From an optimization exercise on the open Yosys and OpenROAD flow, aimed at small area; shortcuts taken in it are not production practice. Function was checked by simulation only, so behaviour that the tests miss may differ from the original. Power and IR drop assume default switching activity.

$ cat constraint.sdc
create_clock -name core_clock -period 8.0 [get_ports {clk}]
set_input_delay 1.6000 -clock core_clock [delete_from_list [all_inputs] [get_ports {clk}]]
set_output_delay 1.6000 -clock core_clock [all_outputs]
set_load 0.01 [all_outputs]
$ cat design.v
module cluster_centroid_n #(
  parameter int IMG_WIDTH    = 640,
  parameter int IMG_HEIGHT   = 480,
  parameter int NUM_CLUSTERS = 3,
  parameter int COLOR_W      = 12,
  parameter int DIST_THRESH  = 64,
  parameter int MIN_COUNT    = 4,
  localparam int XW = $clog2(IMG_WIDTH),
  localparam int YW = $clog2(IMG_HEIGHT),
  localparam int IW = (NUM_CLUSTERS > 1) ? $clog2(NUM_CLUSTERS) : 1
) (
  input  logic                         clk,
  input  logic                         rst,
  input  logic signed [COLOR_W-1:0]    pixel_r,
  input  logic signed [COLOR_W-1:0]    pixel_g,
  input  logic signed [COLOR_W-1:0]    pixel_b,
  input  logic                         pixel_valid,
  input  logic [XW-1:0]                x,
  input  logic [YW-1:0]                y,
  input  logic                         ref_wr_en,
  input  logic [IW-1:0]                ref_wr_idx,
  input  logic signed [COLOR_W-1:0]    ref_wr_r,
  input  logic signed [COLOR_W-1:0]    ref_wr_g,
  input  logic signed [COLOR_W-1:0]    ref_wr_b,
  output logic [NUM_CLUSTERS*XW-1:0]   centroid_x,
  output logic [NUM_CLUSTERS*YW-1:0]   centroid_y,
  output logic [NUM_CLUSTERS-1:0]      found,
  output logic                         frame_done,
  output logic                         busy,
  output logic                         overrun
);
  localparam int CW    = $clog2(IMG_WIDTH * IMG_HEIGHT + 1);
  localparam int SUM_W = $clog2(IMG_WIDTH * IMG_WIDTH * IMG_HEIGHT);
  localparam int SW    = $clog2(2 * NUM_CLUSTERS + 1);
  localparam int BW    = $clog2(SUM_W);
  localparam int NDIV  = 2 * NUM_CLUSTERS;
  localparam int CH_W  = NDIV * SUM_W;            
  localparam logic [SW-1:0] LOAD_SEL = SW'(NDIV);
  localparam logic [BW-1:0] LAST_BIT = BW'(SUM_W - 1);
  function automatic logic [7:0] chan_dist(
    input logic [COLOR_W-1:0] a,
    input logic [COLOR_W-1:0] b
  );
    logic [6:0] u;
    logic [5:0] xu;
    logic c, cx, x0, x1, xm1, hz, hm;
    c = 1'b0;
    for (int i = 0; i < 7; i++) begin
      logic ai;
      ai = ~a[i];
      u[i] = ai ^ b[i] ^ c;
      c = (ai & b[i]) | (ai & c) | (b[i] & c);
    end
    cx = 1'b0;
    for (int i = 0; i < 6; i++) begin
      logic ai, bi;
      ai = ~a[i > 4 ? COLOR_W-1 : 7 + i];
      bi = b[i > 4 ? COLOR_W-1 : 7 + i];
      xu[i] = ai ^ bi ^ cx;
      cx = (ai & bi) | (ai & cx) | (bi & cx);
    end
    x0  = xu == '1;
    x1  = xu == 6'b111110;
    xm1 = xu == '0;
    hz  = c ? x1 : x0;    
    hm  = c ? x0 : xm1;   
    chan_dist = {(hz && (u[6] || u[5:0] == '1)) || (hm && !u[6]), ~u[6], u[5:0] ^ {6{u[6]}}};
  endfunction
  logic signed [COLOR_W-1:0] r_ref_r [NUM_CLUSTERS];
  logic signed [COLOR_W-1:0] r_ref_g [NUM_CLUSTERS];
  logic signed [COLOR_W-1:0] r_ref_b [NUM_CLUSTERS];
  logic [7:0]              w_d  [NUM_CLUSTERS];
  logic [NUM_CLUSTERS-1:0] w_in;
  logic [NUM_CLUSTERS-1:0] w_cls;
  logic [NUM_CLUSTERS-1:0] r_hit;
  logic                    r_eof, r_s2_eof;
  logic [XW-1:0]           r_x;
  logic [YW-1:0]           r_y;
  logic [CW-1:0]    r_cnt [NUM_CLUSTERS];
  logic [SUM_W-1:0] r_sx  [NUM_CLUSTERS];
  logic [SUM_W-1:0] r_sy  [NUM_CLUSTERS];
  logic [CW-1:0]    w_fin_cnt [NUM_CLUSTERS];
  logic [SUM_W-1:0] w_fin_sx  [NUM_CLUSTERS];
  logic [SUM_W-1:0] w_fin_sy  [NUM_CLUSTERS];
  logic [CW-1:0]    r_snap_cnt [NUM_CLUSTERS];
  logic [CH_W:0]    r_ch;
  logic [CH_W-1:0]  w_ch_load;
  logic             r_busy;
  logic [SW-1:0]    r_sel;
  logic [BW-1:0]    r_bit;
  logic [CW-1:0]    r_rem;
  logic             w_load, w_div, w_last, w_idle_nx, w_snap, w_ge;
  logic [CW-1:0]    w_divisor;
  logic [CW:0]      w_rem_sh;
  logic [CW-1:0]    w_rem_nx;
  logic [NUM_CLUSTERS*XW-1:0] r_centroid_x;
  logic [NUM_CLUSTERS*YW-1:0] r_centroid_y;
  logic [NUM_CLUSTERS-1:0]    r_found;
  logic                       r_frame_done, r_overrun;
  always_ff @(posedge clk) begin
    if (rst) begin
      for (int k = 0; k < NUM_CLUSTERS; k++) begin
        r_ref_r[k] <= COLOR_W'(50  + 450 * k);
        r_ref_g[k] <= COLOR_W'(100 + 450 * k);
        r_ref_b[k] <= COLOR_W'(150 + 450 * k);
      end
    end else begin
      for (int k = 0; k < NUM_CLUSTERS; k++) begin
        if (ref_wr_en && ref_wr_idx == IW'(k)) begin
          r_ref_r[k] <= ref_wr_r;
          r_ref_g[k] <= ref_wr_g;
          r_ref_b[k] <= ref_wr_b;
        end
      end
    end
  end
  always_comb begin
    for (int k = 0; k < NUM_CLUSTERS; k++) begin
      logic [7:0] dr, dg, db;
      dr = chan_dist(pixel_r, r_ref_r[k]);
      dg = chan_dist(pixel_g, r_ref_g[k]);
      db = chan_dist(pixel_b, r_ref_b[k]);
      w_d[k]  = 8'(dr[5:0]) + 8'(dg[5:0]) + 8'(db[5:0]) + 8'(dr[6]) + 8'(dg[6]) + 8'(db[6]);
      w_in[k] = dr[7] && dg[7] && db[7] && w_d[k] <= 8'(DIST_THRESH);
    end
  end
  always_comb begin
    logic le01, le02, le12;
    le01 = w_d[0][6:0] <= w_d[1][6:0];
    le02 = w_d[0][6:0] <= w_d[2][6:0];
    le12 = w_d[1][6:0] <= w_d[2][6:0];
    w_cls[0] = w_in[0] && (!w_in[1] || le01) && (!w_in[2] || le02);
    w_cls[1] = w_in[1] && !(w_in[0] && le01) && (!w_in[2] || le12);
    w_cls[2] = w_in[2] && !(w_in[0] && le02) && !(w_in[1] && le12);
  end
  always_ff @(posedge clk) begin
    r_hit    <= (rst || !pixel_valid) ? '0 : w_cls;
    r_eof    <= !rst && pixel_valid && x == XW'(IMG_WIDTH - 1) && y == YW'(IMG_HEIGHT - 1);
    r_s2_eof <= !rst && r_eof;
    r_x      <= x;
    r_y      <= y;
  end
  function automatic logic [SUM_W-1:0] acc_add(
    input logic [SUM_W-1:0] acc,
    input logic [XW-1:0]    v
  );
    logic [SUM_W-1:0] r;
    logic c;
    c = 1'b0;
    for (int i = 0; i < XW; i++) begin
      r[i] = acc[i] ^ v[i] ^ c;
      c = (acc[i] & v[i]) | (acc[i] & c) | (v[i] & c);
    end
    for (int i = XW; i < SUM_W; i++) begin
      if (i == (XW + SUM_W) / 2) c = c & (&acc[(XW + SUM_W) / 2 - 1:XW]);
      r[i] = acc[i] ^ c;
      if (i != (XW + SUM_W) / 2 - 1) c = acc[i] & c;
    end
    acc_add = r;
  endfunction
  always_comb begin
    for (int k = 0; k < NUM_CLUSTERS; k++) begin
      logic c;
      c = r_hit[k];
      for (int i = 0; i < CW; i++) begin
        w_fin_cnt[k][i] = r_cnt[k][i] ^ c;
        c = r_cnt[k][i] & c;
      end
      w_fin_sx[k] = acc_add(r_sx[k], r_hit[k] ? r_x : '0);
      w_fin_sy[k] = acc_add(r_sy[k], r_hit[k] ? XW'(r_y) : '0);
    end
  end
  always_ff @(posedge clk) begin
    for (int k = 0; k < NUM_CLUSTERS; k++) begin
      if (rst || r_eof) begin
        r_cnt[k] <= '0;
        r_sx[k]  <= '0;
        r_sy[k]  <= '0;
      end else begin
        r_cnt[k] <= w_fin_cnt[k];
        r_sx[k]  <= w_fin_sx[k];
        r_sy[k]  <= w_fin_sy[k];
      end
    end
  end
  assign w_load    = r_busy && r_sel == LOAD_SEL;
  assign w_div     = r_busy && !w_load;
  assign w_last    = r_bit == LAST_BIT;
  assign w_idle_nx = (!r_busy && !r_s2_eof) || w_load;
  assign w_snap    = r_eof && w_idle_nx;
  always_comb begin
    for (int k = 0; k < NUM_CLUSTERS; k++) begin
      w_ch_load[CH_W - (2*k+1)*SUM_W +: SUM_W] = w_fin_sx[k];
      w_ch_load[CH_W - (2*k+2)*SUM_W +: SUM_W] = w_fin_sy[k];
    end
  end
  always_comb begin
    logic [CW:0] nd, diff, d0, d1;
    logic c, c0, c1;
    w_divisor = r_snap_cnt[r_sel >> 1];
    w_rem_sh  = {r_rem, r_ch[CH_W]};
    nd = ~{1'b0, w_divisor};
    c  = 1'b1;
    for (int i = 0; i < CW/2; i++) begin
      diff[i] = w_rem_sh[i] ^ nd[i] ^ c;
      c = (w_rem_sh[i] & nd[i]) | (w_rem_sh[i] & c) | (nd[i] & c);
    end
    c0 = 1'b0;
    c1 = 1'b1;
    for (int i = CW/2; i <= CW; i++) begin
      d0[i] = w_rem_sh[i] ^ nd[i] ^ c0;
      c0 = (w_rem_sh[i] & nd[i]) | (w_rem_sh[i] & c0) | (nd[i] & c0);
      d1[i] = w_rem_sh[i] ^ nd[i] ^ c1;
      c1 = (w_rem_sh[i] & nd[i]) | (w_rem_sh[i] & c1) | (nd[i] & c1);
    end
    for (int i = CW/2; i <= CW; i++) diff[i] = c ? d1[i] : d0[i];
    d0[CW/2-1:0] = '0;
    d1[CW/2-1:0] = '0;
    w_ge     = c ? c1 : c0;
    w_rem_nx = w_ge ? diff[CW-1:0] : w_rem_sh[CW-1:0];
  end
  always_ff @(posedge clk) begin
    r_ch[CH_W] <= r_ch[CH_W-1];
    if (w_snap) r_ch[CH_W-1:0] <= w_ch_load;
    else        r_ch[CH_W-1:0] <= {r_ch[CH_W-2:0], w_ge};
    r_rem <= (!w_div || w_last) ? '0 : w_rem_nx;
    if (w_snap)
      for (int k = 0; k < NUM_CLUSTERS; k++) r_snap_cnt[k] <= w_fin_cnt[k];
  end
  always_ff @(posedge clk) begin
    if (rst) begin
      r_busy       <= 1'b0;
      r_sel        <= '0;
      r_bit        <= '0;
      r_frame_done <= 1'b0;
      r_overrun    <= 1'b0;
      r_found      <= '0;
      r_centroid_x <= '0;
      r_centroid_y <= '0;
    end else begin
      r_frame_done <= w_load;
      if (r_s2_eof && r_busy) r_overrun <= 1'b1;
      if (!r_busy) begin
        if (r_s2_eof) begin
          r_busy <= 1'b1;
          r_sel  <= '0;
          r_bit  <= '0;
        end
      end else if (w_load) begin
        r_busy <= 1'b0;
        for (int k = 0; k < NUM_CLUSTERS; k++) begin
          r_found[k] <= r_snap_cnt[k] >= CW'(MIN_COUNT);
          if (r_snap_cnt[k] >= CW'(MIN_COUNT)) begin
            r_centroid_x[k*XW +: XW] <= r_ch[CH_W - (2*k+1)*SUM_W +: XW];
            r_centroid_y[k*YW +: YW] <= r_ch[CH_W - (2*k+2)*SUM_W +: YW];
          end
        end
      end else if (w_last) begin
        r_bit <= '0;
        r_sel <= r_sel + SW'(1);
      end else begin
        r_bit <= r_bit + BW'(1);
      end
    end
  end
  assign centroid_x = r_centroid_x;
  assign centroid_y = r_centroid_y;
  assign found      = r_found;
  assign frame_done = r_frame_done;
  assign busy       = r_busy;
  assign overrun    = r_overrun;
endmodule
$ cat config.mk
export PLATFORM = sky130hd
export DESIGN_NAME = cluster_centroid_n
export DESIGN_NICKNAME = cluster_centroid_n
export VERILOG_FILES = /design/flow/design.v
export SDC_FILE = /design/flow/constraint.sdc
export NUM_CORES = 4
export LEC_CHECK = 0
export CAP_MARGIN = 20
export CORE_MARGIN = 2
export CORE_UTILIZATION = 70
export CTS_CLUSTER_DIAMETER = 90
export CTS_CLUSTER_SIZE = 26
export GPL_TIMING_DRIVEN = 0
export SLEW_MARGIN = 20
$ cat standard.sh
#!/bin/bash
# synth_recipe.tcl (not shown) runs the flow's synth.tcl, then flattens the netlist and writes it again
# the make line also repeats each setting of config.mk as NAME=value (left out here)
make -C /OpenROAD-flow-scripts/flow DESIGN_CONFIG=/design/flow/config.mk WORK_HOME=/design/flow/orfs CLKGATE_MAP_FILE= SYNTH_SCRIPT=/design/flow/synth_recipe.tcl "${@:-finish}"
$ cat flow/run.sh
#!/bin/bash
# The standard layout, with the smallest buffer on the input and output ports.
set -euo pipefail
export BUFFER_PORTS_ARGS="-buffer_cell sky130_fd_sc_hd__buf_1"
bash standard.sh > flow_make.log 2>&1
==> impl_metrics.py, run 1 <==
metrics = {
    "outcome": {
        "status": "timing/DRC/antenna clean",
    },
    "yosys": {
        "synth_edf_count": 57,
        "yosysTopAreaCell": "dfxtp_1",
        "netlist.area_leader.share_pct": 39.8,
        "synth_area_leaders": "dfxtp_1, fa_1, ha_1, edfxtp_1, mux2_2",
        "syn_area_um2": 31000,
        "syn_inst": 2807,
        "synth-seq-cells": 673,
        "synth_flop_cell": "dfxtp_1",
        "avgSynthCellArea_um2": 11.0,
        "yosysSeqAreaShare_pct": 45.3,
        "ys_types": 73,
        "ys_warn_count": 12,
        "postSynth.asyncResetShare_pct": 0,
    },
    "placement": {
        "place_ws_ns": -0.854,
        "dp_hpwl_mm": 57.0,
        "place.gp.congestion": 0.954,
        "io_buffers": 159,
    },
    "timing": {
        "setup_viol": 0,
        "slew_headroom_pct": 31.1,
        "period_minus_slack_ns": 7.75,
        "fin_crit_sh_pct": 96.9,
        "finClkSkew_ns": 0.0139,
        "hold_viol_final": 0,
        "fin_ws_ns": 0.246,
        "max_freq_mhz": 129,
        "worstMarginPinSlew_ns": 1.03,
        "slew_violations": 0,
        "fin_hold_ws_ns": 0.329,
        "fin_tns_setup_ns": 0,
    },
    "grt": {
        "grt_pass1_wl_mm": 115,
        "track_usage_pct": 32.0,
        "grt_max_degree": 58,
        "grt_pass1_vias": 21631,
        "antenna_found_initial": 5,
        "overflow": 0,
    },
    "power_and_ir_drop": {
        "p_per_area_nw_per_um2": 274,
        "fin_total_pwr_w": 0.00920,
        "ir_drop_uv": 666,
        "leakagePower_nw": 15.0,
    },
    "routing": {
        "drt-initial-drc-count": 1421,
        "wl_per_cell_um": 20.5,
        "dr.pass1.iters": 5,
        "num_vias": 20825,
        "drc": 0,
        "routed_via_density": 5.78,
        "ant_nets": 0,
        "drt_wl_total_mm": 73.9,
    },
    "hold_path": {
        "whs_endpoint": "r_ch[168]",
        "hp-start": "r_ch[167]",
        "hold-path-cell-count": 0,
        "min_path_type": "reg -> reg",
    },
    "worst_setup_path": {
        "path_class": "reg -> reg",
        "cp_slowest_cell": "fa_1",
        "timing.rr.start": "r_hit[2]",
        "cp.arrival_ns": 8.27,
        "crit_required_ns": 8.51,
        "crit_family": "adder cells",
        "cp_num_buf_inv": 2,
        "r2r_cells": 32,
        "rr_endpoint": "r_ch[54]",
        "cp-start-kind": "flop",
        "max_stage_delay_ns": 0.42,
        "crit_path_end_kind": "flop",
        "r2r_slack_ns": 0.25,
        "cpMostUsedCell": "ha_1",
        "cp_max_fo": 6,
    },
    "floorplan": {
        "io_pins": 160,
        "die_width_um": 214,
        "start_util_pct": 70.6,
        "core_area_um2": 43900,
        "die_h_um": 214,
        "die-area_um2": 46000,
        "rows": 77,
    },
    "clock_tree": {
        "cts_inserted_buffers": 30,
        "cts_sinks": 673,
        "htree_levels": 1,
        "clk_pin_slew_ns": 0.10,
        "clock_path_buffers": 3,
        "cts_tree": "yes",
        "clock-root-buffer": "clkbuf_16",
        "clkLatencyLatePin_ns": 0.63,
    },
    "finish": {
        "finalNetCount": 3515,
        "fillers": 3081,
        "area_growth_pct": 8.26,
        "layout-drive-gt1-share_pct": 10.0,
    },
    "job": {
        "drv_cap": 0,
    },
}
flip-flops by register name (all words and copies together), names as in the netlist, 3 cells and up:
name,count
r_ref_g,36
r_found,3
r_y,9
r_bit,5
r_rem,19
r_sel,3
r_centroid_y,27
r_centroid_x,30
r_sx,84
r_sy,84
r_hit,3
r_ch,169
r_ref_b,36
r_snap_cnt,57
r_ref_r,36
r_cnt,57
r_x,10
report_power, final:
part	leakage [nW]	switching [W]	internal [W]
Clock	0.440	0.00105	0.000775
Combinational	8.95	0.00228	0.00166
Sequential	5.64	0.0000255	0.00342
Total	15.0	0.00335	0.00585
logic make-up (layout without fill, tap and decap cells):
kind of cell	after synthesis	in the layout	synth area share (%)
AOI/OAI and AO/OA	285	285	6.08
xor gates and xnor gates	90	90	2.54
adders and majority gates	420	420	21.0
buffers and inverters	282	486	3.51
DFF	673	673	45.3
muxes	213	213	7.49
other	0	2	0
and+or+nand+nor	844	844	14.1
placed cells by master, fill, tap and decap left out, drive strengths merged, types with 5 or more instances in the layout:
cell	n
xor2	23
a22oi	5
a211o	10
nor2	124
nor4	14
inv	164
a21o	13
buf	188
nand3b	39
o21a	7
nor2b	12
a221o	16
clkbuf	132
fa	167
mux2	152
xnor2	67
edfxtp	57
nor4b	7
a211oi	12
ha	251
nand4	28
nand3	12
nor3	17
o21bai	8
a21oi	121
or4	6
o31ai	5
o21ai	50
nand2b	6
dfxtp	616
and2	266
and4b	6
or2	5
or3	7
nand2	277
mux2i	61
nand4b	9
layout make-up:
cell class              count  area [µm²]  share of cell area (%)
clock inverters             4        63.8                   0.190
clock buffers              39         837                    2.49
multi-input cells        1852       16100                    48.0
well taps                 592         741                    2.21
plain buffers             114         482                    1.43
inverters                 162         608                    1.81
flip-flops and latches    673       14100                    41.9
repair buffers            167         674                    2.01
diodes                      2        5.00                  0.0149
what timing repair did:
action,CTS,global route
endpoints found under the setup margin,37,51
hold buffers,0,0
pin swaps,0,5
gates resized for setup,28,55
setup buffers,5,2
cells in the mapped netlist (5+ instances only):
cell	count
edfxtp_1	57
fa_1	167
o21a_1	7
dfxtp_1	616
and2_1	266
xor2_1	23
and4b_1	6
nand3b_1	39
nand2_1	277
or4_1	6
a21o_1	13
a21oi_1	120
nand4_1	28
clkbuf_1	101
a211o_1	10
nor2_1	124
a221o_1	16
ha_1	251
nor4b_1	7
or3_1	6
nand2b_1	6
xnor2_1	67
a211oi_1	12
nor3_1	17
nand4b_1	9
o21ai_0	50
mux2i_1	61
buf_2	13
nor4_1	14
mux2_2	152
o21bai_1	8
nor2b_1	12
or2_2	5
inv_1	160
nand3_1	12
per-layer routing:
metal / part of all wire [%] / GRT usage, % / up-vias
li1: - / - / 9796
met1: 40 / 39.6 / 10179
met2: 48 / 55.0 / 656
met3: 6.4 / 5.53 / 188
met4: 5.0 / 14.7 / 6
met5: 0.068 / 0.417 / -
how the worst max path moves through the flow:
stage                     startpoint   endpoint  slack (ns)  cells past startpoint
final                       r_hit[2]   r_ch[54]        0.25                     32
after global routing        r_hit[2]   r_ch[54]       -0.04                     32
after CTS                   r_hit[0]  r_ch[166]      0.0002                     32
after global placement    pixel_g[0]   r_hit[1]       -0.78                     29
after detailed placement  pixel_g[0]   r_hit[1]       -0.85                     29
after floorplan           pixel_g[0]   r_hit[1]        0.11                     28
worst reg2reg max path, delay by kind of cell, from the launching register on:
family | cells | cell delay (ns)
adder cells (fa/ha/maj) | 26 | 6.49
flip-flops | 1 | 0.40
AND/OR/NAND/NOR | 3 | 0.33
multiplexers | 1 | 0.27
buffers and inverters | 2 | 0.14
through the flow:
stage | util, % | instances | instance area, µm²
2_1_floorplan | - | 2807 | 31000
3_3_place_gp | 73.6 | 3558 | 32400
3_5_place_dp | 73.7 | 3559 | 32400
4_1_cts | 76.0 | 3604 | 33400
5_1_grt | 76.4 | 3605 | 33600
6_report | 76.4 | 3605 | 33600
==> run 2: changes to the inputs <==
--- a/config.mk
+++ b/config.mk
@@ -7,7 +7,7 @@
 export LEC_CHECK = 0
 export CAP_MARGIN = 20
 export CORE_MARGIN = 2
-export CORE_UTILIZATION = 70
+export CORE_UTILIZATION = 50
 export CTS_CLUSTER_DIAMETER = 90
 export CTS_CLUSTER_SIZE = 26
 export GPL_TIMING_DRIVEN = 0
==> impl_metrics.py, run 2 <==
metrics = {
    "yosys": {
        "ys_types": 73,
        "synth_flop_cell": "dfxtp_1",
        "avgSynthCellArea_um2": 11.0,
        "synth_fa_ha_area_share_pct": 21.0,
        "synth-seq-cells": 673,
        "ys_warn_count": 12,
        "synth_area_leaders": "dfxtp_1, fa_1, ha_1, edfxtp_1, mux2_2",
        "synth_edf_count": 57,
        "syn_inst": 2807,
        "yosys.area_share.simple_pct": 14.1,
        "netlist.area_leader.share_pct": 39.8,
        "synthMuxAreaShare_pct": 7.49,
        "synth_top_cells_by_count": "dfxtp_1, nand2_1, and2_1, ha_1, fa_1",
        "yosysTopAreaCell": "dfxtp_1",
        "synth_top_family_by_area": "adder cells",
        "postSynth.asyncResetShare_pct": 0,
        "synth_compound_area_share_pct": 6.08,
        "syn_area_um2": 31000,
        "synth_most_common_cell": "dfxtp_1",
        "synth-xor-area-share_pct": 2.54,
        "yosysSeqAreaShare_pct": 45.3,
    },
    "finish": {
        "finish.instance_area_um2": 33800,
        "finalNetCount": 3523,
        "top_register": "r_ch",
        "largest_reg_flops": 169,
        "mostFrequentLayoutCells": "dfxtp_1, nand2_1, and2_1",
        "area_growth_pct": 8.98,
        "final_core_util_pct": 55.0,
        "fillers": 5441,
        "layout-drive-gt1-share_pct": 9.87,
        "final_common_cell": "dfxtp_1",
        "largestRegisters": "r_ch x169, r_sx x84, r_sy x84",
    },
    "grt": {
        "grt_pass1_vias": 20593,
        "grt_pass1_wl_mm": 118,
        "grt_max_degree": 54,
        "overflow": 0,
        "antenna_found_initial": 2,
        "track_usage_pct": 24.2,
    },
    "routing": {
        "wl_met1_mm": 33.3,
        "wl_per_cell_um": 20.1,
        "dr_wl_met3_mm": 3.61,
        "dr.pass1.iters": 5,
        "routed_via_density": 5.34,
        "ant_nets": 0,
        "top_layer": "met5",
        "route.met2.wl_mm": 37.6,
        "num_vias": 20362,
        "drc": 0,
        "drt-initial-drc-count": 1174,
        "drt_wl_total_mm": 76.5,
    },
    "placement": {
        "place.gp.congestion": 0.951,
        "dp_hpwl_mm": 60.2,
        "place_area_um2": 32600,
        "io_buffers": 159,
    },
    "outcome": {
        "status": "timing/DRC/antenna clean",
    },
    "worst_setup_path": {
        "cp_slowest_cell": "fa_1",
        "max_stage_delay_ns": 0.42,
        "cp-start-kind": "flop",
        "cp_max_fo": 5,
        "cp.arrival_ns": 8.24,
        "cpMostUsedCell": "ha_1",
        "r2r_cells": 32,
        "crit_required_ns": 8.52,
        "crit_path_end_kind": "flop",
        "path_class": "reg -> reg",
    },
    "clock_tree": {
        "htree_levels": 1,
        "cts_tree": "yes",
        "clock-root-buffer": "clkbuf_16",
        "clock_path_buffers": 3,
        "clk_pin_slew_ns": 0.10,
        "cts_sinks": 673,
        "ctsHoldBuffers": 0,
        "cts_inserted_buffers": 31,
        "clkLatencyLatePin_ns": 0.63,
    },
    "floorplan": {
        "core_area_um2": 61500,
        "die_width_um": 253,
        "die-area_um2": 64000,
        "rows": 91,
        "die_h_um": 253,
        "io_pins": 160,
        "start_util_pct": 50.4,
    },
    "timing": {
        "slew_headroom_pct": 24.8,
        "worstMarginPinSlew_ns": 1.13,
        "max_freq_mhz": 130,
        "setup_viol": 0,
        "hold_viol_final": 0,
        "fin_crit_sh_pct": 96.5,
        "rsz0062_at_grt": "true",
        "finClkSkew_ns": 0.0200,
        "slew_violations": 0,
        "period_minus_slack_ns": 7.72,
        "fin_tns_setup_ns": 0,
    },
    "power_and_ir_drop": {
        "leakagePower_nw": 15.1,
        "fin_total_pwr_w": 0.00894,
        "ir_drop_uv": 297,
        "p_per_area_nw_per_um2": 264,
    },
    "job": {
        "drv_cap": 0,
    },
    "hold_path": {
        "hold-path-cell-count": 0,
        "min_path_type": "reg -> reg",
    },
}
## run 2: changes by cell type in the layout (fill, tap and decap cells not counted), moves of 2 or more
cell,previous run,this run
buf_4,7,13
inv_12,0,2
o21ai_1,1,3
clkbuf_2,0,4
clkinvlp_4,0,2
clkbuf_4,3,1
fa_1,124,136
fa_2,43,31
## run 2: power by group
part	internal, W	switching, W
sequential	0.00342	0.0000263
combinational	0.00156	0.00212
clock	0.000736	0.00108
total	0.00571	0.00323
## run 2: cell type report
| class | count | area [µm²] | area share (%) |
|---|---|---|---|
| repair buffers | 172 | 714 | 2.11 |
| inverters | 162 | 608 | 1.80 |
| multi-input cells | 1852 | 16100 | 47.5 |
| plain buffers | 116 | 480 | 1.42 |
| flip-flops and latches | 673 | 14100 | 41.6 |
| clock inverters | 6 | 72.6 | 0.215 |
| clock buffers | 39 | 816 | 2.41 |
| well taps | 790 | 988 | 2.92 |
| diodes | 1 | 2.50 | 0.00740 |
## run 2: cells by family after synthesis
logic type | Yosys count
buffers and inverters | 282
AOI/OAI and AO/OA | 285
xor gates and xnor gates | 90
DFF | 673
and+or+nand+nor | 844
adders and majority gates | 420
muxes | 213
## run 2: through the flow
stage	hold WS (ns)	worst slack [ns]	std cells
final	0.335	0.281	3811
after global routing	0.345	-0.0487	3810
after floorplan	0.310	0.108	2807
after detailed placement	0.312	-0.823	3757
after CTS	0.336	0.00831	3808
after global placement	0.315	-0.626	3756
## run 2: layer usage
metal  vias to the layer above  global-route usage [%]
met1                      9998                    31.8
met2                       447                    41.9
li1                       9814                       -
met4                         4                    6.32
met3                        99                    3.09
met5                         -                       0
## run 2: final timing paths
path	startpoint	endpoint	slack, ns
worst max register to register	r_hit[0]	r_ch[166]	0.28
worst min register to register	r_ch[167]	r_ch[168]	0.33
worst min-delay path	r_ch[167]	r_ch[168]	0.33
worst max-delay path	r_hit[0]	r_ch[166]	0.28
## run 2: timing repair
item,4_1_cts,5_1_grt
pin swaps,2,5
buffers inserted,7,5
endpoints found under the setup margin,31,32
gates resized for setup,15,52
## run 2: worst max-delay path, delay by kind of cell, from the launching register on
kind	cells	cell delay (ns)
adders and majority gates	26	6.52
buffers and inverters	2	0.13
DFF	1	0.39
muxes	1	0.26
and+or+nand+nor	3	0.30
==> run 3: changes to the inputs <==
--- a/config.mk
+++ b/config.mk
@@ -7,7 +7,7 @@
 export LEC_CHECK = 0
 export CAP_MARGIN = 20
 export CORE_MARGIN = 2
-export CORE_UTILIZATION = 50
+export CORE_UTILIZATION = 60
 export CTS_CLUSTER_DIAMETER = 90
 export CTS_CLUSTER_SIZE = 26
 export GPL_TIMING_DRIVEN = 0
==> impl_metrics.py, run 3 <==
metrics = {
    "timing": {
        "slew_headroom_pct": 27.9,
        "fin_ws_ns": 0.271,
        "period_minus_slack_ns": 7.73,
        "fin_hold_ws_ns": 0.359,
        "fin_crit_sh_pct": 96.6,
        "finClkSkew_ns": 0.0220,
        "worstMarginPinSlew_ns": 1.08,
        "hold_viol_final": 0,
        "setup_viol": 0,
        "slew_violations": 0,
        "max_freq_mhz": 129,
    },
    "yosys": {
        "avgSynthCellArea_um2": 11.0,
        "ys_types": 73,
        "synth_most_common_cell": "dfxtp_1",
        "netlist.area_leader.share_pct": 39.8,
        "yosysSeqAreaShare_pct": 45.3,
        "synth_top_cells_by_count": "dfxtp_1, nand2_1, and2_1, ha_1, fa_1",
        "syn_inst": 2807,
        "ys_warn_count": 12,
        "postSynth.asyncResetShare_pct": 0,
        "yosysTopAreaCell": "dfxtp_1",
        "synth_area_leaders": "dfxtp_1, fa_1, ha_1, edfxtp_1, mux2_2",
        "synth_flop_cell": "dfxtp_1",
        "syn_area_um2": 31000,
        "synth_edf_count": 57,
        "synth-seq-cells": 673,
    },
    "job": {
        "drv_cap": 0,
    },
    "grt": {
        "track_usage_pct": 28.3,
        "grt_pass1_vias": 20702,
        "overflow": 0,
        "antenna_found_initial": 2,
        "grt_pass1_wl_mm": 116,
        "grt_max_degree": 58,
    },
    "finish": {
        "area_growth_pct": 9.08,
        "mostFrequentLayoutCells": "dfxtp_1, nand2_1, and2_1",
        "final_core_util_pct": 66.1,
        "largestRegisters": "r_ch x169, r_sx x84, r_sy x84",
        "layout-drive-gt1-share_pct": 10.1,
        "antennaDiodeCount": 0,
        "finalNetCount": 3521,
        "final_common_cell": "dfxtp_1",
        "top_register": "r_ch",
        "largest_reg_flops": 169,
    },
    "hold_path": {
        "min_path_type": "reg -> reg",
        "hp-start": "r_ch[167]",
    },
    "clock_tree": {
        "htree_levels": 2,
        "ctsHoldBuffers": 0,
        "cts_tree": "yes",
        "cts_sinks": 673,
        "clk_pin_slew_ns": 0.10,
        "clkLatencyLatePin_ns": 0.59,
        "cts_inserted_buffers": 35,
        "clock_path_buffers": 3,
        "clock-root-buffer": "clkbuf_16",
    },
    "floorplan": {
        "die-area_um2": 53500,
        "die_width_um": 231,
        "core_area_um2": 51200,
        "rows": 83,
        "io_pins": 160,
        "die_h_um": 231,
        "start_util_pct": 60.6,
    },
    "routing": {
        "drt_wl_total_mm": 74.8,
        "routed_via_density": 5.56,
        "ant_nets": 0,
        "dr.pass1.iters": 6,
        "drt-initial-drc-count": 1275,
        "num_vias": 20570,
        "drc": 0,
        "wl_per_cell_um": 20.2,
    },
    "worst_setup_path": {
        "path_class": "in -> reg",
        "cp-start-kind": "input pin",
        "cp_max_fo": 10,
        "crit_required_ns": 8.53,
        "cpMostUsedCell": "fa_1",
        "cp.arrival_ns": 8.26,
        "cp_slowest_cell": "fa_1",
        "crit_path_end_kind": "flop",
        "max_stage_delay_ns": 0.53,
        "timing.rr.start": "r_hit[2]",
        "crit_path_start": "pixel_g[0]",
    },
    "power_and_ir_drop": {
        "ir_drop_uv": 323,
        "leakagePower_nw": 15.1,
        "p_per_area_nw_per_um2": 273,
    },
    "placement": {
        "dp_hpwl_mm": 58.5,
        "place_ws_ns": -0.917,
        "place.gp.congestion": 0.959,
        "io_buffers": 159,
    },
    "outcome": {
        "status": "timing/DRC/antenna clean",
    },
}
run 3: final timing paths:
check	endpoint	slack, ns	cells after the start
min	r_ch[168]	0.36	0
min reg2reg	r_ch[168]	0.36	0
max reg2reg	r_ch[54]	0.31	32
max	r_hit[1]	0.27	29
run 3: routing by layer:
metal / vias to the layer above / wire (µm) / global-route usage, %
met2: 542 / 35400 / 46.9
li1: 9802 / - / -
met1: 10092 / 32000 / 37.0
met4: 2 / 2880 / 10.4
met3: 132 / 4560 / 5.46
met5: - / 8 / 0
run 3: where the power goes:
group	switching (W)	total, W	internal [W]	leakage [nW]
Sequential	0.0000254	0.00344	0.00342	5.64
Clock	0.00115	0.00204	0.000897	0.535
Combinational	0.00215	0.00375	0.00160	8.96
Total	0.00333	0.00924	0.00591	15.1
run 3: area by class of cell:
class,count,area [µm²]
Fill cell,4207,17400
Clock buffer,44,972
Multi-Input combinational cell,1852,16000
Timing Repair Buffer,168,684
Tap cell,680,851
Clock inverter,8,131
Sequential cell,673,14100
Buffer,114,474
Inverter,162,608
run 3: cell families (layout without fill, tap and decap cells):
logic type | after synthesis | count (layout) | share of synthesized area, %
muxes | 213 | 213 | 7.49
AOI/OAI and AO/OA | 285 | 285 | 6.08
adders and majority gates | 420 | 420 | 21.0
DFF | 673 | 673 | 45.3
xor gates and xnor gates | 90 | 90 | 2.54
and+or+nand+nor | 844 | 844 | 14.1
buffers and inverters | 282 | 496 | 3.51
run 3: metrics by stage:
stage	cell area (µm²)	std cells	setup TNS, ns	power [W]
finish	33800	3701	0	0.00924
CTS	33700	3702	0	0.00911
global placement	32500	3646	-4.05	0.00693
global route	33800	3701	-0.000278	0.00984
detailed placement	32500	3647	-6.38	0.00706
floorplan	31000	2807	0	0.00615
run 3: worst max-delay path: cells and delay by family:
kind | cells | cell delay [ns]
fa+ha+maj | 11 | 3.98
compound gates | 7 | 1.07
xor+xnor | 2 | 0.52
buf+inv | 6 | 0.66
simple gates | 3 | 0.41
run 3: repair_timing:
action                                  4_1_cts  5_1_grt
pin swaps                                     0        6
endpoints found under the setup margin       31       36
setup buffers                                 4        4
gates resized for setup                      20       53
==> run 4: changes to the inputs <==
--- a/config.mk
+++ b/config.mk
@@ -11,4 +11,5 @@
 export CTS_CLUSTER_DIAMETER = 90
 export CTS_CLUSTER_SIZE = 26
 export GPL_TIMING_DRIVEN = 0
+export PLACE_DENSITY = 0.8
 export SLEW_MARGIN = 20
==> impl_metrics.py, run 4 <==
metrics = {
    "timing": {
        "max_freq_mhz": 130,
        "rsz0062_at_grt": "false",
        "slew_violations": 0,
        "period_minus_slack_ns": 7.71,
        "worstMarginPinSlew_ns": 1.18,
        "fin_crit_sh_pct": 96.3,
        "finClkSkew_ns": 0.0192,
        "fin_ws_ns": 0.293,
        "fin_tns_setup_ns": 0,
        "setup_viol": 0,
        "hold_viol_final": 0,
        "slew_headroom_pct": 21.2,
    },
    "routing": {
        "num_vias": 20669,
        "routed_via_density": 5.58,
        "dr.pass1.iters": 5,
        "drt-initial-drc-count": 1490,
        "ant_nets": 0,
        "drc": 0,
        "drt_wl_total_mm": 73.4,
        "wl_per_cell_um": 19.8,
    },
    "finish": {
        "layout-drive-gt1-share_pct": 10.2,
        "final_common_cell": "dfxtp_1",
        "largestRegisters": "r_ch x169, r_sx x84, r_sy x84",
        "mostFrequentLayoutCells": "dfxtp_1, nand2_1, and2_1",
        "largest_reg_flops": 169,
        "finalNetCount": 3521,
        "area_growth_pct": 8.50,
        "top_register": "r_ch",
        "final_core_util_pct": 65.7,
    },
    "worst_setup_path": {
        "crit_required_ns": 8.52,
        "cp_num_buf_inv": 7,
        "crit_path_end_kind": "flop",
        "crit_family": "adder cells",
        "cpMostUsedCell": "fa_1",
        "cp-start-kind": "input pin",
        "cp_slowest_cell": "fa_1",
        "path_class": "in -> reg",
        "cp_max_fo": 9,
        "cp.arrival_ns": 8.23,
        "max_stage_delay_ns": 0.53,
    },
    "clock_tree": {
        "cts_sinks": 673,
        "clock-root-buffer": "clkbuf_16",
        "cts_inserted_buffers": 30,
        "cts_tree": "yes",
        "clkLatencyLatePin_ns": 0.62,
        "clock_path_buffers": 3,
        "clk_pin_slew_ns": 0.11,
        "htree_levels": 1,
        "ctsHoldBuffers": 0,
    },
    "grt": {
        "antenna_found_initial": 5,
        "grt_pass1_wl_mm": 114,
        "grt_max_degree": 67,
        "track_usage_pct": 27.3,
        "grt_pass1_vias": 21127,
        "overflow": 0,
    },
    "floorplan": {
        "rows": 83,
        "die_width_um": 231,
        "die-area_um2": 53500,
        "io_pins": 160,
        "core_area_um2": 51200,
        "die_h_um": 231,
        "start_util_pct": 60.6,
    },
    "outcome": {
        "status": "timing/DRC/antenna clean",
    },
    "job": {
        "drv_cap": 0,
    },
    "power_and_ir_drop": {
        "power_switching_w": 0.00324,
        "p_clk_share_pct": 19.5,
        "fin_total_pwr_w": 0.00898,
        "seqPwrFrac_pct": 38.3,
        "p_per_area_nw_per_um2": 267,
        "comb_power_share_pct": 42.2,
        "ir_drop_uv": 346,
        "switching_share_pct": 36.1,
        "leakagePower_nw": 15.0,
        "intPower_w": 0.00574,
    },
    "yosys": {
        "synth-seq-cells": 673,
        "synth_area_leaders": "dfxtp_1, fa_1, ha_1, edfxtp_1, mux2_2",
        "yosysTopAreaCell": "dfxtp_1",
        "syn_inst": 2807,
        "synth_flop_cell": "dfxtp_1",
        "yosysSeqAreaShare_pct": 45.3,
        "postSynth.asyncResetShare_pct": 0,
        "syn_area_um2": 31000,
        "ys_warn_count": 12,
        "netlist.area_leader.share_pct": 39.8,
        "synth_top_cells_by_count": "dfxtp_1, nand2_1, and2_1, ha_1, fa_1",
        "synth_edf_count": 57,
        "avgSynthCellArea_um2": 11.0,
        "ys_types": 73,
        "synth_most_common_cell": "dfxtp_1",
    },
    "placement": {
        "io_buffers": 159,
        "place_ws_ns": -0.764,
        "dp_hpwl_mm": 57.2,
        "place.gp.congestion": 0.951,
    },
    "hold_path": {
        "min_path_type": "reg -> reg",
    },
}
[run 4: cell count changes in the layout (fill, tap and decap cells not counted), sizes merged]
cell | before | now
clkbuf | 137 | 130
buf | 189 | 194
diode | 0 | 9
clkinv | 5 | 2
[run 4: area by class of cell]
type	instances	area, µm²
diodes	9	22.5
plain buffers	115	479
clock buffers	37	787
clock inverters	5	51.3
fillers	3922	17600
inverters	162	608
multi-input cells	1852	16100
flip-flops and latches	673	14100
well taps	680	851
repair buffers	172	694
[run 4: through the flow]
step	instance area, µm²	instances	hold slack, ns
2_1_floorplan	31000	2807	0.310
3_3_place_gp	32500	3646	0.395
3_5_place_dp	32500	3646	0.390
4_1_cts	33400	3692	0.391
5_1_grt	33600	3699	0.396
6_report	33600	3705	0.398
[run 4: worst reg2reg max path: cells and delay by family, from the launching register on]
| family | cells | cell delay [ns] |
|---|---|---|
| AND/OR/NAND/NOR | 3 | 0.33 |
| adder cells (fa/ha/maj) | 26 | 6.42 |
| buffers and inverters | 2 | 0.14 |
| flip-flops | 1 | 0.41 |
| multiplexers | 1 | 0.27 |
[run 4: timing repair]
item	4_1_cts	5_1_grt
pin swaps	1	15
endpoints found under the setup margin	33	44
gates resized for setup	24	63
buffers inserted	5	8
[run 4: logic make-up after synthesis]
family | Yosys count | share of synthesized area, %
multiplexers | 213 | 7.49
adder cells (fa/ha/maj) | 420 | 21.0
AO/OA/AOI/OAI | 285 | 6.08
flip-flops | 673 | 45.3
AND/OR/NAND/NOR | 844 | 14.1
XOR/XNOR | 90 | 2.54
buffers and inverters | 282 | 3.51
[run 4: worst paths after layout]
path | from | endpoint | slack (ns) | cells past startpoint
max reg2reg | r_hit[1] | r_ch[110] | 0.35 | 32
max | pixel_r[0] | r_hit[0] | 0.29 | 28
min | r_ch[167] | r_ch[168] | 0.40 | 0
min reg2reg | r_ch[167] | r_ch[168] | 0.40 | 0
[run 4: routing by layer]
layer | track usage, % | share of wire, % | routed length, µm
met1 | 35.4 | 41 | 30100
met2 | 46.5 | 48 | 35300
met3 | 4.44 | 7.5 | 5490
met4 | 9.54 | 3.5 | 2550
met5 | 0 | 0 | 0
[run 4: power by group through the flow]
stage,clock network [W],registers [W],logic [W]
2_1_floorplan,0,0.00351,0.00264
3_3_place_gp,0,0.00352,0.00335
3_5_place_dp,0,0.00352,0.00350
4_1_cts,0.00178,0.00344,0.00356
5_1_grt,0.00189,0.00344,0.00426
6_report,0.00175,0.00344,0.00379
==> run 5: changes to the inputs <==
--- a/config.mk
+++ b/config.mk
@@ -8,8 +8,8 @@
 export CAP_MARGIN = 20
 export CORE_MARGIN = 2
 export CORE_UTILIZATION = 60
+export CTS_BUF_LIST = sky130_fd_sc_hd__clkbuf_8 sky130_fd_sc_hd__clkbuf_16
 export CTS_CLUSTER_DIAMETER = 90
 export CTS_CLUSTER_SIZE = 26
 export GPL_TIMING_DRIVEN = 0
-export PLACE_DENSITY = 0.8
 export SLEW_MARGIN = 20
==> impl_metrics.py, run 5 <==
metrics = {
    "hold_path": {
        "min_path_type": "reg -> reg",
    },
    "floorplan": {
        "core_area_um2": 51200,
        "die_h_um": 231,
        "io_pins": 160,
        "start_util_pct": 60.6,
        "die-area_um2": 53500,
        "rows": 83,
        "die_width_um": 231,
    },
    "yosys": {
        "synth_top_cells_by_count": "dfxtp_1, nand2_1, and2_1, ha_1, fa_1",
        "synth_most_common_cell": "dfxtp_1",
        "ys_warn_count": 12,
        "syn_inst": 2807,
        "postSynth.asyncResetShare_pct": 0,
        "avgSynthCellArea_um2": 11.0,
        "synth_flop_cell": "dfxtp_1",
        "synth-seq-cells": 673,
        "ys_types": 73,
        "yosysSeqAreaShare_pct": 45.3,
        "synth_edf_count": 57,
        "syn_area_um2": 31000,
        "synth_area_leaders": "dfxtp_1, fa_1, ha_1, edfxtp_1, mux2_2",
        "yosysTopAreaCell": "dfxtp_1",
        "netlist.area_leader.share_pct": 39.8,
    },
    "placement": {
        "place.gp.congestion": 0.959,
        "dp_hpwl_mm": 58.5,
        "place_ws_ns": -0.917,
        "dp_cells": 3647,
        "io_buffers": 159,
    },
    "clock_tree": {
        "clk_pin_slew_ns": 0.10,
        "clkLatencyLatePin_ns": 0.59,
        "cts_inserted_buffers": 35,
        "clock-root-buffer": "clkbuf_16",
        "clock_path_buffers": 3,
        "cts_tree": "yes",
        "cts_sinks": 673,
        "ctsHoldBuffers": 0,
        "htree_levels": 2,
    },
    "grt": {
        "grt_pass1_wl_mm": 116,
        "grt_pass1_vias": 20702,
        "overflow": 0,
        "track_usage_pct": 28.3,
        "antenna_found_initial": 2,
        "grt_max_degree": 58,
    },
    "worst_setup_path": {
        "max_stage_delay_ns": 0.80,
        "path_class": "in -> reg",
        "cp.arrival_ns": 8.22,
        "crit_path_end_kind": "flop",
        "cp_max_fo": 11,
        "cp_slowest_cell": "fa_2",
        "r2r_slack_ns": 0.31,
        "cp-start-kind": "input pin",
        "cpMostUsedCell": "fa_1",
        "crit_required_ns": 8.48,
    },
    "timing": {
        "setup_viol": 0,
        "finClkSkew_ns": 0.0220,
        "max_freq_mhz": 129,
        "fin_crit_sh_pct": 96.7,
        "slew_violations": 0,
        "slew_headroom_pct": 27.9,
        "worstMarginPinSlew_ns": 1.08,
        "hold_viol_final": 0,
        "fin_ws_ns": 0.261,
        "period_minus_slack_ns": 7.74,
    },
    "outcome": {
        "status": "timing/DRC/antenna clean",
    },
    "finish": {
        "top_register": "r_ch",
        "final_common_cell": "dfxtp_1",
        "finalNetCount": 3521,
        "layout-drive-gt1-share_pct": 10.1,
        "largestRegisters": "r_ch x169, r_sx x84, r_sy x84",
        "mostFrequentLayoutCells": "dfxtp_1, nand2_1, and2_1",
        "largest_reg_flops": 169,
        "area_growth_pct": 9.08,
        "antennaDiodeCount": 0,
        "final_cells": 3701,
    },
    "routing": {
        "dr.pass1.iters": 5,
        "routed_via_density": 5.55,
        "drt-initial-drc-count": 1281,
        "drc": 0,
        "num_vias": 20553,
        "ant_nets": 0,
        "wl_per_cell_um": 20.2,
        "drt_wl_total_mm": 74.8,
    },
    "power_and_ir_drop": {
        "ir_drop_uv": 323,
        "leakagePower_nw": 15.2,
        "fin_total_pwr_w": 0.00923,
        "p_per_area_nw_per_um2": 273,
    },
    "job": {
        "drv_cap": 0,
    },
}
-- run 5: cell counts after synthesis --
No cell type changed its count.
-- run 5: what timing repair did --
action / in CTS / in global routing
pin swaps: 0 / 6
gates resized for setup: 20 / 53
setup endpoints to repair: 31 / 36
buffers inserted: 4 / 4
-- run 5: path summary, 6_finish.rpt --
check	endpoint	cells after the start	from
worst max-delay path	r_hit[0]	27	pixel_g[0]
worst min-delay path	r_ch[168]	0	r_ch[167]
worst max register to register	r_ch[54]	32	r_hit[2]
worst min register to register	r_ch[168]	0	r_ch[167]
-- run 5: kinds of logic after synthesis --
logic type                 share of synthesized area, %
and+or+nand+nor                                    14.1
DFF                                                45.3
adders and majority gates                          21.0
AOI/OAI and AO/OA                                  6.08
buffers and inverters                              3.51
muxes                                              7.49
xor gates and xnor gates                           2.54
-- run 5: stage by stage --
| step | area (µm²) | setup TNS, ns | util [%] | hold WS [ns] |
|---|---|---|---|---|
| global route | 33800 | -0.000278 | 66.1 | 0.363 |
| CTS | 33700 | 0 | 65.8 | 0.353 |
| detailed placement | 32500 | -6.38 | 63.5 | 0.327 |
| finish | 33800 | 0 | 66.1 | 0.360 |
| global placement | 32500 | -4.05 | 63.4 | 0.316 |
| floorplan | 31000 | 0 | - | 0.310 |
-- run 5: report_power, final --
part           leakage, nW  internal, W  switching, W
clock                0.556     0.000891       0.00115
combinational         8.96      0.00160       0.00216
sequential            5.64      0.00342     0.0000254
total                 15.2      0.00590       0.00333
-- run 5: critical path: cells and delay by family --
family                     cells  cell delay (ns)
AOI/OAI and AO/OA              7             1.23
adders and majority gates     11             4.41
buffers and inverters          5             0.30
xor gates and xnor gates       2             0.52
and+or+nand+nor                2             0.15
-- run 5: final cells by class --
class | count | area, µm²
flip-flops and latches | 673 | 14100
inverters | 162 | 608
clock buffers | 39 | 953
fillers | 4207 | 17400
repair buffers | 168 | 684
clock inverters | 13 | 150
multi-input cells | 1852 | 16000
well taps | 680 | 851
plain buffers | 114 | 474
-- run 5: per-layer routing --
layer,wire length [µm],vias to the layer above,track usage (%)
li1,-,9804,-
met1,31900,10080,37.0
met2,35400,535,46.9
met3,4690,132,5.46
met4,2880,2,10.4
met5,8,-,0
==> run 6: changes to the inputs <==
--- a/config.mk
+++ b/config.mk
@@ -8,8 +8,8 @@
 export CAP_MARGIN = 20
 export CORE_MARGIN = 2
 export CORE_UTILIZATION = 60
-export CTS_BUF_LIST = sky130_fd_sc_hd__clkbuf_8 sky130_fd_sc_hd__clkbuf_16
-export CTS_CLUSTER_DIAMETER = 90
-export CTS_CLUSTER_SIZE = 26
+export CTS_CLUSTER_DIAMETER = 60
+export CTS_CLUSTER_SIZE = 30
 export GPL_TIMING_DRIVEN = 0
+export PLACE_DENSITY = 0.8
 export SLEW_MARGIN = 20
==> impl_metrics.py, run 6 <==
metrics = {
    "grt": {
        "grt_pass1_wl_mm": 115,
        "grt_max_degree": 67,
        "track_usage_pct": 27.8,
        "antenna_found_initial": 4,
        "grt_pass1_vias": 21337,
        "overflow": 0,
    },
    "clock_tree": {
        "ctsHoldBuffers": 0,
        "clkLatencyLatePin_ns": 0.64,
        "htree_levels": 2,
        "cts_sinks": 673,
        "clock_path_buffers": 3,
        "cts_inserted_buffers": 43,
        "cts_tree": "yes",
        "clk_pin_slew_ns": 0.10,
        "clock-root-buffer": "clkbuf_16",
    },
    "routing": {
        "drt_wl_total_mm": 74.2,
        "drc": 0,
        "drt-initial-drc-count": 1502,
        "dr.pass1.iters": 6,
        "num_vias": 20816,
        "routed_via_density": 5.57,
        "ant_nets": 0,
        "wl_per_cell_um": 19.9,
    },
    "timing": {
        "slew_violations": 0,
        "fin_crit_sh_pct": 96.3,
        "setup_viol": 0,
        "fin_tns_setup_ns": 0,
        "period_minus_slack_ns": 7.71,
        "fin_ws_ns": 0.293,
        "hold_viol_final": 0,
        "fin_hold_ws_ns": 0.429,
        "max_freq_mhz": 130,
        "slew_headroom_pct": 20.8,
        "finClkSkew_ns": 0.0480,
        "worstMarginPinSlew_ns": 1.17,
    },
    "power_and_ir_drop": {
        "p_clk_share_pct": 25.6,
        "leakagePower_nw": 15.4,
        "intPower_w": 0.00619,
        "switching_share_pct": 36.5,
        "p_per_area_nw_per_um2": 284,
        "comb_power_share_pct": 39.1,
        "fin_total_pwr_w": 0.00974,
        "power_switching_w": 0.00355,
        "ir_drop_uv": 340,
        "seqPwrFrac_pct": 35.3,
    },
    "worst_setup_path": {
        "cp.arrival_ns": 8.21,
        "r2r_slack_ns": 0.32,
        "cp-start-kind": "input pin",
        "max_stage_delay_ns": 0.72,
        "cp_slowest_cell": "fa_2",
        "crit_path_end_kind": "flop",
        "path_class": "in -> reg",
        "r2r_cells": 32,
        "cp_max_fo": 7,
        "cpMostUsedCell": "fa_1",
        "crit_required_ns": 8.50,
    },
    "yosys": {
        "netlist.area_leader.share_pct": 39.8,
        "syn_area_um2": 31000,
        "yosysTopAreaCell": "dfxtp_1",
        "avgSynthCellArea_um2": 11.0,
        "syn_inst": 2807,
        "postSynth.asyncResetShare_pct": 0,
        "synth_edf_count": 57,
        "synth_flop_cell": "dfxtp_1",
        "yosysSeqAreaShare_pct": 45.3,
        "synth_top_cells_by_count": "dfxtp_1, nand2_1, and2_1, ha_1, fa_1",
        "ys_warn_count": 12,
        "ys_types": 73,
        "synth_most_common_cell": "dfxtp_1",
        "synth_area_leaders": "dfxtp_1, fa_1, ha_1, edfxtp_1, mux2_2",
        "synth-seq-cells": 673,
    },
    "placement": {
        "io_buffers": 159,
        "place_ws_ns": -0.764,
        "place.gp.congestion": 0.951,
        "dp_hpwl_mm": 57.2,
    },
    "finish": {
        "largestRegisters": "r_ch x169, r_sx x84, r_sy x84",
        "final_core_util_pct": 67.1,
        "area_growth_pct": 10.8,
        "top_register": "r_ch",
        "fillers": 3817,
        "largest_reg_flops": 169,
        "mostFrequentLayoutCells": "dfxtp_1, nand2_1, and2_1",
        "final_common_cell": "dfxtp_1",
        "layout-drive-gt1-share_pct": 11.4,
        "finalNetCount": 3532,
    },
    "floorplan": {
        "die_width_um": 231,
        "io_pins": 160,
        "core_area_um2": 51200,
        "rows": 83,
        "die-area_um2": 53500,
        "die_h_um": 231,
        "start_util_pct": 60.6,
    },
    "outcome": {
        "status": "timing/DRC/antenna clean",
    },
    "hold_path": {
        "min_path_type": "reg -> reg",
        "hold-path-cell-count": 1,
    },
    "job": {
        "drv_cap": 0,
    },
}
==> run 6: cell counts after synthesis <==
Identical to the previous run, type by type.
==> run 6: cell families after synthesis <==
group / synth area share (%)
and+or+nand+nor: 14.1
AOI/OAI and AO/OA: 6.08
muxes: 7.49
buffers and inverters: 3.51
xor gates and xnor gates: 2.54
DFF: 45.3
adders and majority gates: 21.0
==> run 6: power by group through the flow <==
stage | logic, W | clock network [W] | registers [W]
CTS | 0.00356 | 0.00253 | 0.00344
finish | 0.00381 | 0.00250 | 0.00344
floorplan | 0.00264 | 0 | 0.00351
global placement | 0.00335 | 0 | 0.00352
global route | 0.00428 | 0.00265 | 0.00344
detailed placement | 0.00350 | 0 | 0.00352
==> run 6: final cells by class <==
cell class	instances	area (µm²)	share of cell area (%)
multi-input cells	1852	16100	46.9
diodes	5	12.5	0.0364
plain buffers	115	483	1.41
repair buffers	170	679	1.98
inverters	162	608	1.77
flip-flops and latches	673	14100	40.9
well taps	680	851	2.48
clock buffers	48	1150	3.34
clock inverters	31	423	1.23
==> run 6: layer usage <==
metal  global-route usage, %  routed length [µm]  vias to the layer above  share of wire, %
met2                    47.0               35500                      633                48
li1                        -                   -                     9868                 -
met4                    11.4                3030                        2               4.1
met5                       0                  14                        -             0.019
met1                    34.5               30200                    10138                41
met3                    6.08                5380                      175               7.2
==> run 6: timing repair <==
action / CTS / global route
buffers inserted: 1 / 10
gates cloned: 0 / 0
setup endpoints to repair: 28 / 45
gates resized for setup: 22 / 64
pin swaps: 1 / 10
==> run 6: path summary, 6_finish.rpt <==
| check | from | to |
|---|---|---|
| worst max-delay path | pixel_r[0] | r_hit[0] |
| worst min-delay path | r_ch[71] | r_ch[72] |
| worst max register to register | r_hit[2] | r_ch[54] |
| worst min register to register | r_ch[71] | r_ch[72] |
==> run 6: critical path: cells and delay by family <==
family	cells	cell delay (ns)
AOI/OAI and AO/OA	6	1.30
xor gates and xnor gates	1	0.20
adders and majority gates	11	4.20
buffers and inverters	5	0.38
and+or+nand+nor	3	0.52
==> run 6: stage by stage <==
stage	cells	area, µm²
3_5_place_dp	3646	32500
5_1_grt	3734	34300
2_1_floorplan	2807	31000
6_report	3736	34400
3_3_place_gp	3646	32500
4_1_cts	3725	34100
==> run 7: changes to the inputs <==
--- a/config.mk
+++ b/config.mk
@@ -8,8 +8,8 @@
 export CAP_MARGIN = 20
 export CORE_MARGIN = 2
 export CORE_UTILIZATION = 60
-export CTS_CLUSTER_DIAMETER = 60
-export CTS_CLUSTER_SIZE = 30
+export CTS_CLUSTER_DIAMETER = 50
+export CTS_CLUSTER_SIZE = 36
 export GPL_TIMING_DRIVEN = 0
 export PLACE_DENSITY = 0.8
 export SLEW_MARGIN = 20
==> impl_metrics.py, run 7 <==
metrics = {
    "hold_path": {
        "hp-start": "r_ch[129]",
        "whs_endpoint": "r_ch[130]",
        "min_path_type": "reg -> reg",
        "hold-path-cell-count": 2,
    },
    "clock_tree": {
        "htree_levels": 2,
        "cts_sinks": 673,
        "clk_pin_slew_ns": 0.09,
        "clock_path_buffers": 3,
        "clock-root-buffer": "clkbuf_16",
        "cts_inserted_buffers": 53,
        "cts_tree": "yes",
        "clkLatencyLatePin_ns": 0.65,
    },
    "worst_setup_path": {
        "crit_path_start": "pixel_r[0]",
        "crit_required_ns": 8.55,
        "cp-start-kind": "input pin",
        "r2r_cells": 32,
        "cp.arrival_ns": 8.28,
        "path_class": "in -> reg",
        "timing.rr.start": "r_hit[1]",
        "r2r_slack_ns": 0.32,
        "crit_path_end_kind": "flop",
        "cp_max_fo": 7,
        "rr_endpoint": "r_ch[110]",
    },
    "outcome": {
        "status": "timing/DRC/antenna clean",
    },
    "timing": {
        "finClkSkew_ns": 0.0430,
        "slew_headroom_pct": 17.7,
        "rsz0062_at_grt": "true",
        "period_minus_slack_ns": 7.73,
        "setup_viol": 0,
        "worstMarginPinSlew_ns": 1.23,
        "fin_crit_sh_pct": 96.6,
        "hold_viol_final": 0,
        "slew_violations": 0,
        "max_freq_mhz": 129,
    },
    "yosys": {
        "postSynth.asyncResetShare_pct": 0,
        "yosysSeqAreaShare_pct": 45.3,
        "syn_inst": 2807,
        "ys_warn_count": 12,
        "synth_most_common_cell": "dfxtp_1",
        "synth-seq-cells": 673,
        "synth_edf_count": 57,
        "avgSynthCellArea_um2": 11.0,
        "synth_flop_cell": "dfxtp_1",
        "synth_area_leaders": "dfxtp_1, fa_1, ha_1, edfxtp_1, mux2_2",
        "yosysTopAreaCell": "dfxtp_1",
        "netlist.area_leader.share_pct": 39.8,
        "syn_area_um2": 31000,
        "synth_top_cells_by_count": "dfxtp_1, nand2_1, and2_1, ha_1, fa_1",
        "ys_types": 73,
    },
    "routing": {
        "drc": 0,
        "drt-initial-drc-count": 1469,
        "wl_per_cell_um": 19.9,
        "ant_nets": 0,
        "num_vias": 20926,
        "drt_wl_total_mm": 74.9,
        "routed_via_density": 5.57,
        "dr.pass1.iters": 5,
    },
    "floorplan": {
        "start_util_pct": 60.6,
        "die-area_um2": 53500,
        "die_h_um": 231,
        "die_width_um": 231,
        "io_pins": 160,
        "rows": 83,
        "core_area_um2": 51200,
    },
    "finish": {
        "fillers": 3802,
        "largest_reg_flops": 169,
        "finalNetCount": 3540,
        "largestRegisters": "r_ch x169, r_sx x84, r_sy x84",
        "mostFrequentLayoutCells": "dfxtp_1, nand2_1, and2_1",
        "top_register": "r_ch",
        "finish.instance_area_um2": 34600,
        "area_growth_pct": 11.7,
        "final_common_cell": "dfxtp_1",
        "final_cells": 3754,
        "layout-drive-gt1-share_pct": 11.8,
    },
    "placement": {
        "io_buffers": 159,
        "place_area_um2": 32500,
        "dp_cells": 3646,
        "place.gp.congestion": 0.951,
        "dp_hpwl_mm": 57.2,
    },
    "grt": {
        "overflow": 0,
        "track_usage_pct": 28.0,
        "grt_pass1_vias": 21480,
        "grt_pass1_wl_mm": 116,
        "antenna_found_initial": 4,
        "grt_max_degree": 67,
    },
    "power_and_ir_drop": {
        "p_per_area_nw_per_um2": 290,
        "ir_drop_uv": 360,
        "leakagePower_nw": 15.5,
    },
    "job": {
        "drv_cap": 0,
    },
}
## run 7: layout make-up
cell class                      instances  area (µm²)  area share (%)
Antenna cell                            4        10.0          0.0289
Multi-Input combinational cell       1852       16100            46.5
Buffer                                115         479            1.38
Timing Repair Buffer                  168         664            1.92
Clock inverter                         44         509            1.47
Tap cell                              680         851            2.46
Inverter                              162         608            1.76
Sequential cell                       673       14100            40.6
Clock buffer                           56        1370            3.95
## run 7: per-stage QoR
stage	power [W]	util, %	setup TNS, ns	hold slack (ns)	setup WS [ns]
final	0.0100	67.6	0	0.446	0.268
after global routing	0.0107	67.6	-0.130	0.459	-0.0635
after CTS	0.00983	67.2	0	0.447	0.00115
after detailed placement	0.00702	63.4	-5.31	0.390	-0.764
after global placement	0.00686	63.4	-3.74	0.395	-0.864
after floorplan	0.00615	-	0	0.310	0.108
## run 7: critical path, stage by stage
cell      delay (ns)
buf_1           0.12
inv_1           0.10
ha_1            0.20
inv_1           0.06
fa_1            0.15
inv_1           0.05
fa_1            0.38
fa_1            0.40
fa_1            0.39
fa_1            0.41
fa_2            0.72
xor2_2          0.15
fa_1            0.54
inv_1           0.04
ha_1            0.33
fa_1            0.49
a211oi_1        0.26
o21bai_1        0.11
a21oi_1         0.20
xnor2_1         0.19
inv_1           0.15
ha_1            0.31
and4_1          0.22
o21ai_0         0.08
nand2_1         0.09
o21ai_2         0.21
nand2b_1        0.15
o2111a_1        0.16
## run 7: where the power goes
group,switching [W],internal [W],leakage [nW]
Sequential,0.0000226,0.00342,5.64
Combinational,0.00218,0.00162,8.95
Clock,0.00145,0.00135,0.916
## run 7: cell families (layout without fill, tap and decap cells)
kind of cell,after synthesis,in the layout,synth area share (%)
flip-flops,673,673,45.3
multiplexers,213,213,7.49
AO/OA/AOI/OAI,285,285,6.08
other,0,4,0
buffers and inverters,282,545,3.51
adder cells (fa/ha/maj),420,420,21.0
AND/OR/NAND/NOR,844,844,14.1
XOR/XNOR,90,90,2.54
## run 7: layer usage
metal	vias up	track usage [%]	part of all wire (%)
met5	-	0	0.15
met4	4	11.0	3.5
met3	149	5.45	8.1
met2	739	47.1	48
met1	10134	35.5	40
li1	9900	-	-
## run 7: how the worst max path moves through the flow
stage	end	cells past startpoint
after floorplan	r_hit[1]	28
after global placement	r_hit[2]	24
after detailed placement	r_hit[1]	29
after CTS	r_ch[83]	31
after global routing	r_hit[0]	28
final	r_hit[1]	28
## run 7: repair_timing
action	4_1_cts	5_1_grt
hold endpoints to repair	0	0
pin swaps	1	10
setup endpoints to repair	28	43
hold buffers	0	0
resized for setup	23	57
buffers inserted	2	7
==> run 8: changes to the inputs <==
==> flow/run.sh (replaced) <==
#!/bin/bash
# The standard layout, with the smallest buffer on the input and output ports
# and the synthesis buffers taken out before placement.
set -euo pipefail
export BUFFER_PORTS_ARGS="-buffer_cell sky130_fd_sc_hd__buf_1"
export REMOVE_ABC_BUFFERS=1
bash standard.sh > flow_make.log 2>&1
--- a/config.mk
+++ b/config.mk
@@ -8,8 +8,7 @@
 export CAP_MARGIN = 20
 export CORE_MARGIN = 2
 export CORE_UTILIZATION = 60
-export CTS_CLUSTER_DIAMETER = 50
-export CTS_CLUSTER_SIZE = 36
+export CTS_CLUSTER_DIAMETER = 90
+export CTS_CLUSTER_SIZE = 26
 export GPL_TIMING_DRIVEN = 0
-export PLACE_DENSITY = 0.8
 export SLEW_MARGIN = 20
==> impl_metrics.py, run 8 <==
metrics = {
    "worst_setup_path": {
        "cp_slowest_cell": "fa_2",
        "rr_endpoint": "r_ch[82]",
        "r2r_cells": 30,
        "crit_required_ns": 8.46,
        "cp-start-kind": "input pin",
        "cp_max_fo": 9,
        "path_class": "in -> reg",
        "worstSetupPathDepth": 27,
        "cp.arrival_ns": 8.22,
        "crit_path_start": "pixel_b[0]",
        "crit_family": "adder cells",
    },
    "placement": {
        "place.gp.congestion": 0.864,
        "io_buffers": 159,
        "dp_cells": 3562,
    },
    "grt": {
        "met3_usage_pct": 3.65,
        "antenna_found_initial": 4,
        "grt_pass1_wl_mm": 105,
        "grt_pass1_vias": 20197,
        "grt_max_degree": 105,
        "overflow": 0,
        "track_usage_pct": 24.7,
    },
    "yosys": {
        "synth_most_common_cell": "dfxtp_1",
        "synth_area_leaders": "dfxtp_1, fa_1, ha_1, edfxtp_1, mux2_2",
        "synth_top_cells_by_count": "dfxtp_1, nand2_1, and2_1, ha_1, fa_1",
        "netlist.area_leader.share_pct": 39.8,
        "ys_types": 73,
        "synth_flop_cell": "dfxtp_1",
        "postSynth.asyncResetShare_pct": 0,
        "avgSynthCellArea_um2": 11.0,
        "syn_inst": 2807,
        "yosysSeqAreaShare_pct": 45.3,
        "synth-seq-cells": 673,
        "synth_edf_count": 57,
    },
    "outcome": {
        "status": "timing/DRC/antenna clean",
    },
    "timing": {
        "period_minus_slack_ns": 7.76,
        "fin_crit_sh_pct": 97.0,
        "worstMarginPinSlew_ns": 0.989,
        "fin_tns_setup_ns": 0,
        "max_freq_mhz": 129,
        "slew_violations": 0,
        "setup_viol": 0,
    },
    "finish": {
        "top_register": "r_ch",
        "finalNetCount": 3472,
        "largestRegisters": "r_ch x169, r_sx x84, r_sy x84",
        "largest_reg_flops": 169,
        "area_growth_pct": 9.83,
        "mostFrequentLayoutCells": "dfxtp_1, nand2_1, and2_1",
        "final_common_cell": "dfxtp_1",
    },
    "power_and_ir_drop": {
        "ir_drop_uv": 404,
        "seqPwrFrac_pct": 37.8,
        "leakagePower_nw": 15.3,
        "p_clk_share_pct": 21.4,
        "intPower_w": 0.00588,
        "p_per_area_nw_per_um2": 267,
        "comb_power_share_pct": 40.8,
        "switching_share_pct": 35.3,
    },
    "routing": {
        "ant_nets": 0,
        "drt-initial-drc-count": 992,
        "routed_via_density": 5.43,
    },
    "clock_tree": {
        "clk_pin_slew_ns": 0.10,
        "cts_inserted_buffers": 34,
        "clkLatencyLatePin_ns": 0.58,
        "cts_tree": "yes",
        "clock_path_buffers": 3,
        "htree_levels": 2,
        "cts_sinks": 673,
        "clock-root-buffer": "clkbuf_16",
    },
    "floorplan": {
        "io_pins": 160,
        "die_h_um": 231,
    },
    "hold_path": {
        "hold-path-cell-count": 0,
        "min_path_type": "reg -> reg",
    },
}
run 8: cell counts after synthesis:
No cell type changed its count.
run 8: cell type report:
type                       count  area (µm²)  share of cell area (%)
antenna                        1        2.50                 0.00735
clock buffer                  41         898                    2.64
clock inverter                 8         110                   0.323
inverter                     162         616                    1.81
multi-input combinational   1853       16200                    47.4
sequential                   673       14100                    41.3
tap                          680         851                    2.50
timing repair buffer         233        1370                    4.02
run 8: metrics by stage:
step	hold WS, ns	total power, W	area (µm²)	util, %	worst slack, ns
after floorplan	0.310	0.00613	30500	-	0.0890
after global placement	0.359	0.00683	32000	62.5	-18.02
after detailed placement	0.365	0.00698	32500	63.5	-0.788
after CTS	0.376	0.00895	33600	65.7	0.00156
after global routing	0.384	0.00970	34100	66.5	-0.0109
final	0.370	0.00909	34100	66.5	0.239
run 8: how the worst min path moves through the flow:
stage	start	to
2_1_floorplan	r_ch[167]	r_ch[168]
5_1_grt	r_ch[167]	r_ch[168]
3_3_place_gp	r_ch[167]	r_ch[168]
6_report	r_ch[167]	r_ch[168]
3_5_place_dp	r_ch[167]	r_ch[168]
4_1_cts	r_ch[167]	r_ch[168]
run 8: timing repair:
action / CTS / global route
buffers inserted: 5 / 33
pin swaps: 2 / 17
endpoints found under the setup margin: 47 / 51
gates resized for setup: 28 / 44
cloned: 0 / 1
run 8: kinds of logic after synthesis:
family,Yosys count,share of synthesized area [%]
AOI/OAI and AO/OA,285,6.08
xor gates and xnor gates,90,2.54
adders and majority gates,420,21.0
buffers and inverters,282,3.51
DFF,673,45.3
muxes,213,7.49
and+or+nand+nor,844,14.1
run 8: routing by layer:
metal | routed length [µm] | share of wire [%] | up-vias
met5 | 13 | 0.020 | -
met4 | 1590 | 2.4 | 2
met3 | 2500 | 3.8 | 104
met2 | 31600 | 48 | 337
met1 | 29900 | 46 | 9687
li1 | - | - | 9702
run 8: power groups by stage:
| stage | combinational (W) | sequential [W] | clock, W |
|---|---|---|---|
| 6_report | 0.00371 | 0.00344 | 0.00194 |
| 5_1_grt | 0.00414 | 0.00344 | 0.00211 |
| 4_1_cts | 0.00351 | 0.00344 | 0.00200 |
| 3_5_place_dp | 0.00347 | 0.00352 | 0 |
| 3_3_place_gp | 0.00332 | 0.00352 | 0 |
| 2_1_floorplan | 0.00263 | 0.00351 | 0 |

Setup slack of run 8, layout unchanged: 0.239 ns with ideal ports, 0.274 ns with driving cells assumed (clock clkbuf_16, inputs buf_2), -0.351 ns with port delays also shifted by the 0.625 ns mid clock arrival.
